What follows belongs to an exercise in optimizing a design on an open flow for small area; a production flow would make more cautious choices.
In this exercise RTL edits were held to simulation tests only and were not proved equivalent to the original.
No activity file was given, so power comes from the tool's default toggle rates.

==> module y_snapshot_serializer, before the edit <==
module y_snapshot_serializer #(
   parameter int unsigned Y_WIDTH = 1390,
   parameter int unsigned WORD_W  = 32,
   parameter int unsigned NW      = (Y_WIDTH + WORD_W - 1) / WORD_W,
   parameter int unsigned IDX_W   = (NW <= 2) ? 1 : $clog2(NW)
) (
   input  logic                     clk,
   input  logic                     rst,
   input  logic [Y_WIDTH-1:0]       y_in,
   input  logic                     capture,
   output logic                     out_valid,
   input  logic                     out_ready,
   output logic                     out_last,
   output logic [WORD_W-1:0]        out_data,
   output logic [IDX_W-1:0]         out_idx,
   output logic                     busy,
   output logic [WORD_W-1:0]        sig,
   output logic                     sig_valid,
   output logic                     overrun
);
   localparam int unsigned SNAP_W   = NW * WORD_W;
   localparam logic [IDX_W-1:0] LAST_IDX = IDX_W'(NW - 1);
   logic                         busy_q, idle_q;
   logic [Y_WIDTH-1:WORD_W]      snap_q;
   logic [NW-1:0][WORD_W-1:0]    snap_w;
   logic [WORD_W-1:0]            data_q, nxt;
   logic [IDX_W-1:0]             idx_q;
   logic [NW-1:0]                sel;
   logic                         last, sig_valid_q, overrun_q;
   logic                         handshake, hold;
   assign last      = (idx_q == LAST_IDX);
   assign handshake = busy_q && out_ready;
   assign hold      = busy_q && !out_ready;
   always_ff @(posedge clk) begin
      if (rst) begin
         busy_q      <= 1'b0;
         idle_q      <= 1'b1;
         idx_q       <= '0;
         sig_valid_q <= 1'b0;
         overrun_q   <= 1'b0;
      end else begin
         sig_valid_q <= handshake && last;
         if (busy_q && capture) overrun_q <= 1'b1;
         if (!busy_q && capture) begin
            busy_q <= 1'b1;
            idle_q <= 1'b0;
         end else if (handshake && last) begin
            busy_q <= 1'b0;
            idle_q <= 1'b1;
         end
         if (handshake) idx_q <= last ? '0 : idx_q + 1'b1;
      end
   end
   always_ff @(posedge clk) begin
      snap_q <= (y_in[Y_WIDTH-1:WORD_W] | {(Y_WIDTH-WORD_W){busy_q}}) &
                (snap_q | {(Y_WIDTH-WORD_W){idle_q}});
   end
   always_ff @(posedge clk) begin
      data_q <= nxt | (y_in[WORD_W-1:0] & {WORD_W{idle_q}}) | (data_q & {WORD_W{hold}});
   end
   assign snap_w = SNAP_W'({snap_q, {WORD_W{1'b0}}});
   y_ss_decode #(.N(NW), .W(IDX_W)) u_dec (.idx(idx_q), .en(handshake), .sel(sel));
   localparam int unsigned NG  = (NW - 1 + 2) / 3;
   localparam int unsigned NQ  = (NG + 3) / 4;
   for (genvar b = 0; b < WORD_W; b++) begin : g_bit
      localparam int unsigned KL  = (Y_WIDTH - 1 - b) / WORD_W;
      localparam int unsigned NGB = (KL + 2) / 3;
      logic [NGB-1:0] grp_n;
      logic [NQ-1:0]  quad;
      for (genvar g = 0; g < NGB; g++) begin : g_grp
         localparam int unsigned K0 = 1 + 3 * g;
         localparam int unsigned N  = (K0 + 2 <= KL) ? 3 : (K0 + 1 <= KL) ? 2 : 1;
         if (N == 3) begin : g3
            y_ss_aoi222 u (.a0(snap_w[K0][b]), .s0(sel[K0]), .a1(snap_w[K0+1][b]), .s1(sel[K0+1]),
                           .a2(snap_w[K0+2][b]), .s2(sel[K0+2]), .y(grp_n[g]));
         end else if (N == 2) begin : g2
            y_ss_aoi22 u (.a0(snap_w[K0][b]), .s0(sel[K0]), .a1(snap_w[K0+1][b]), .s1(sel[K0+1]),
                          .y(grp_n[g]));
         end else begin : g1
            y_ss_nand2 u (.a(snap_w[K0][b]), .b(sel[K0]), .y(grp_n[g]));
         end
      end
      for (genvar q = 0; q < NQ; q++) begin : g_quad
         localparam int unsigned M = (4 * q + 4 <= NGB) ? 4 : (4 * q < NGB) ? NGB - 4 * q : 0;
         if (M == 4) begin : g4
            y_ss_nand4 u (.a(grp_n[4*q]), .b(grp_n[4*q+1]), .c(grp_n[4*q+2]), .d(grp_n[4*q+3]),
                          .y(quad[q]));
         end else if (M == 3) begin : g3
            y_ss_nand3 u (.a(grp_n[4*q]), .b(grp_n[4*q+1]), .c(grp_n[4*q+2]), .y(quad[q]));
         end else if (M == 2) begin : g2
            y_ss_nand2 u (.a(grp_n[4*q]), .b(grp_n[4*q+1]), .y(quad[q]));
         end else if (M == 1) begin : g1
            assign quad[q] = ~grp_n[4*q];
         end else begin : g0
            assign quad[q] = 1'b0;
         end
      end
      assign nxt[b] = |quad;
   end
   y_sig_accum #(.WORD_W(WORD_W)) u_sig (
      .clk     (clk),
      .rst     (rst),
      .clr_i   (idle_q && capture),
      .upd_i   (handshake),
      .word_i  (data_q),
      .sig_o   (sig)
   );
   assign out_valid = busy_q;
   assign out_data  = data_q;
   assign out_idx   = idx_q;
   assign out_last  = last;
   assign busy      = busy_q;
   assign sig_valid = sig_valid_q;
   assign overrun   = overrun_q;
endmodule
export LEC_CHECK = 0
export CAP_MARGIN = 20
export CORE_AREA = 5 5 315 315
export DIE_AREA = 0 0 320 320
export SLEW_MARGIN = 20
export SYNTH_HIERARCHICAL = 1
export SYNTH_MINIMUM_KEEP_SIZE = 0
create_clock -name core_clock -period 5.0 [get_ports {clk}]
standard.sh (not shown) runs the stock make flow with config.mk's settings and CLKGATE_MAP_FILE= SYNTH_SCRIPT=/design/flow/synth_recipe.tcl, a recipe that flattens the netlist after the stock synthesis.
==> flow/flow/run.sh <==
#!/bin/bash
# Own layout flow: the standard flow (standard.sh) with three changes:
#  - port buffers use the smallest buffer cell (buf_1),
#  - pins may sit on adjacent routing tracks,
#  - CTS inserts no dummy loads and uses clkbuf_8 with smaller sink clusters.
# The make output goes to flow_make.log here; ORFS's per-step logs stay under orfs/logs.
set -euo pipefail
bash standard.sh \
  "BUFFER_PORTS_ARGS=-buffer_cell sky130_fd_sc_hd__buf_1" \
  "PLACE_PINS_ARGS=-min_distance 1 -min_distance_in_tracks" \
  "CTS_ARGS=-sink_clustering_enable -repair_clock_nets -dont_use_dummy_load -buf_list sky130_fd_sc_hd__clkbuf_8 -sink_clustering_size 16 -sink_clustering_max_diameter 55" \
  finish > flow_make.log 2>&1
Then changed:
--- a/flow/design.v
+++ b/flow/design.v
@@ -94,11 +94,10 @@
    localparam int unsigned NQ  = (NG + 3) / 4;
    for (genvar b = 0; b < WORD_W; b++) begin : g_bit
-      localparam int unsigned KL  = (Y_WIDTH - 1 - b) / WORD_W;
-      localparam int unsigned NGB = (KL + 2) / 3;
-      logic [NGB-1:0] grp_n;
-      logic [NQ-1:0]  quad;
-      for (genvar g = 0; g < NGB; g++) begin : g_grp
+      logic [NG-1:0] grp_n;
+      logic [NQ-1:0] quad;
+      for (genvar g = 0; g < NG; g++) begin : g_grp
          localparam int unsigned K0 = 1 + 3 * g;
-         localparam int unsigned N  = (K0 + 2 <= KL) ? 3 : (K0 + 1 <= KL) ? 2 : 1;
+         localparam int unsigned N  = ((K0 + 2) * WORD_W + b < Y_WIDTH && K0 + 2 < NW) ? 3 :
+                                      ((K0 + 1) * WORD_W + b < Y_WIDTH && K0 + 1 < NW) ? 2 : 1;
          if (N == 3) begin : g3
             y_ss_aoi222 u (.a0(snap_w[K0][b]), .s0(sel[K0]), .a1(snap_w[K0+1][b]), .s1(sel[K0+1]),
@@ -112,5 +111,5 @@
       end
       for (genvar q = 0; q < NQ; q++) begin : g_quad
-         localparam int unsigned M = (4 * q + 4 <= NGB) ? 4 : (4 * q < NGB) ? NGB - 4 * q : 0;
+         localparam int unsigned M = (4 * q + 4 <= NG) ? 4 : NG - 4 * q;
          if (M == 4) begin : g4
             y_ss_nand4 u (.a(grp_n[4*q]), .b(grp_n[4*q+1]), .c(grp_n[4*q+2]), .d(grp_n[4*q+3]),
@@ -120,8 +119,6 @@
          end else if (M == 2) begin : g2
             y_ss_nand2 u (.a(grp_n[4*q]), .b(grp_n[4*q+1]), .y(quad[q]));
-         end else if (M == 1) begin : g1
+         end else begin : g1
             assign quad[q] = ~grp_n[4*q];
-         end else begin : g0
-            assign quad[q] = 1'b0;
          end
       end
After rerunning: Sequential power is about the same. Design area went up by about 0.56%. Cell count went up by about 0.9%. Register-to-register slack gets worse by 0.20 ns. Worst hold slack gets worse by 0.017 ns. Clock power went down by about 0.8%. Die area is unchanged. Setup slack gets worse by 0.20 ns. First-iteration DRC count went up by 5.8%. Global-route usage went up by 1.9 points. Combinational power went down by about 2%.

==> what the ideal ports hide <==
How much do the figures lean on ideal ports? The routed layouts below were timed once more, with nothing changed but the port constraints.
Step 1 assumes that a clkbuf_16 drives the clock port and a buf_2 every other input.
Step 2 adds t to the input delays and takes it off the output delays; t is the mean of the earliest and latest rising clock arrival at the registers after step 1. Input paths then give back, and output paths get back, about the clock's delay inside the block.
Three values: ideal, step 1, step 2; two values: the first two.
| run | t (ns) | setup WS [ns] | latest minus earliest clock arrival (ns) | worst register clock-pin slew, ns | pins driven straight from the clock port |
|---|---|---|---|---|---|
| the first run | 0.901 | 0.784 / 0.784 / 0.178 | 0.053 / 0.053 | 0.10 / 0.10 | 1 |
| the second run | 0.924 | 0.583 / 0.583 / -0.015 | 0.078 / 0.078 | 0.11 / 0.11 | 1 |
With both steps, setup timing fails in the second run, where it was met with ideal ports. For the first run, which loses most, drivers alone change the setup slack by 0.000 ns; drivers and shift together by -0.606 ns.
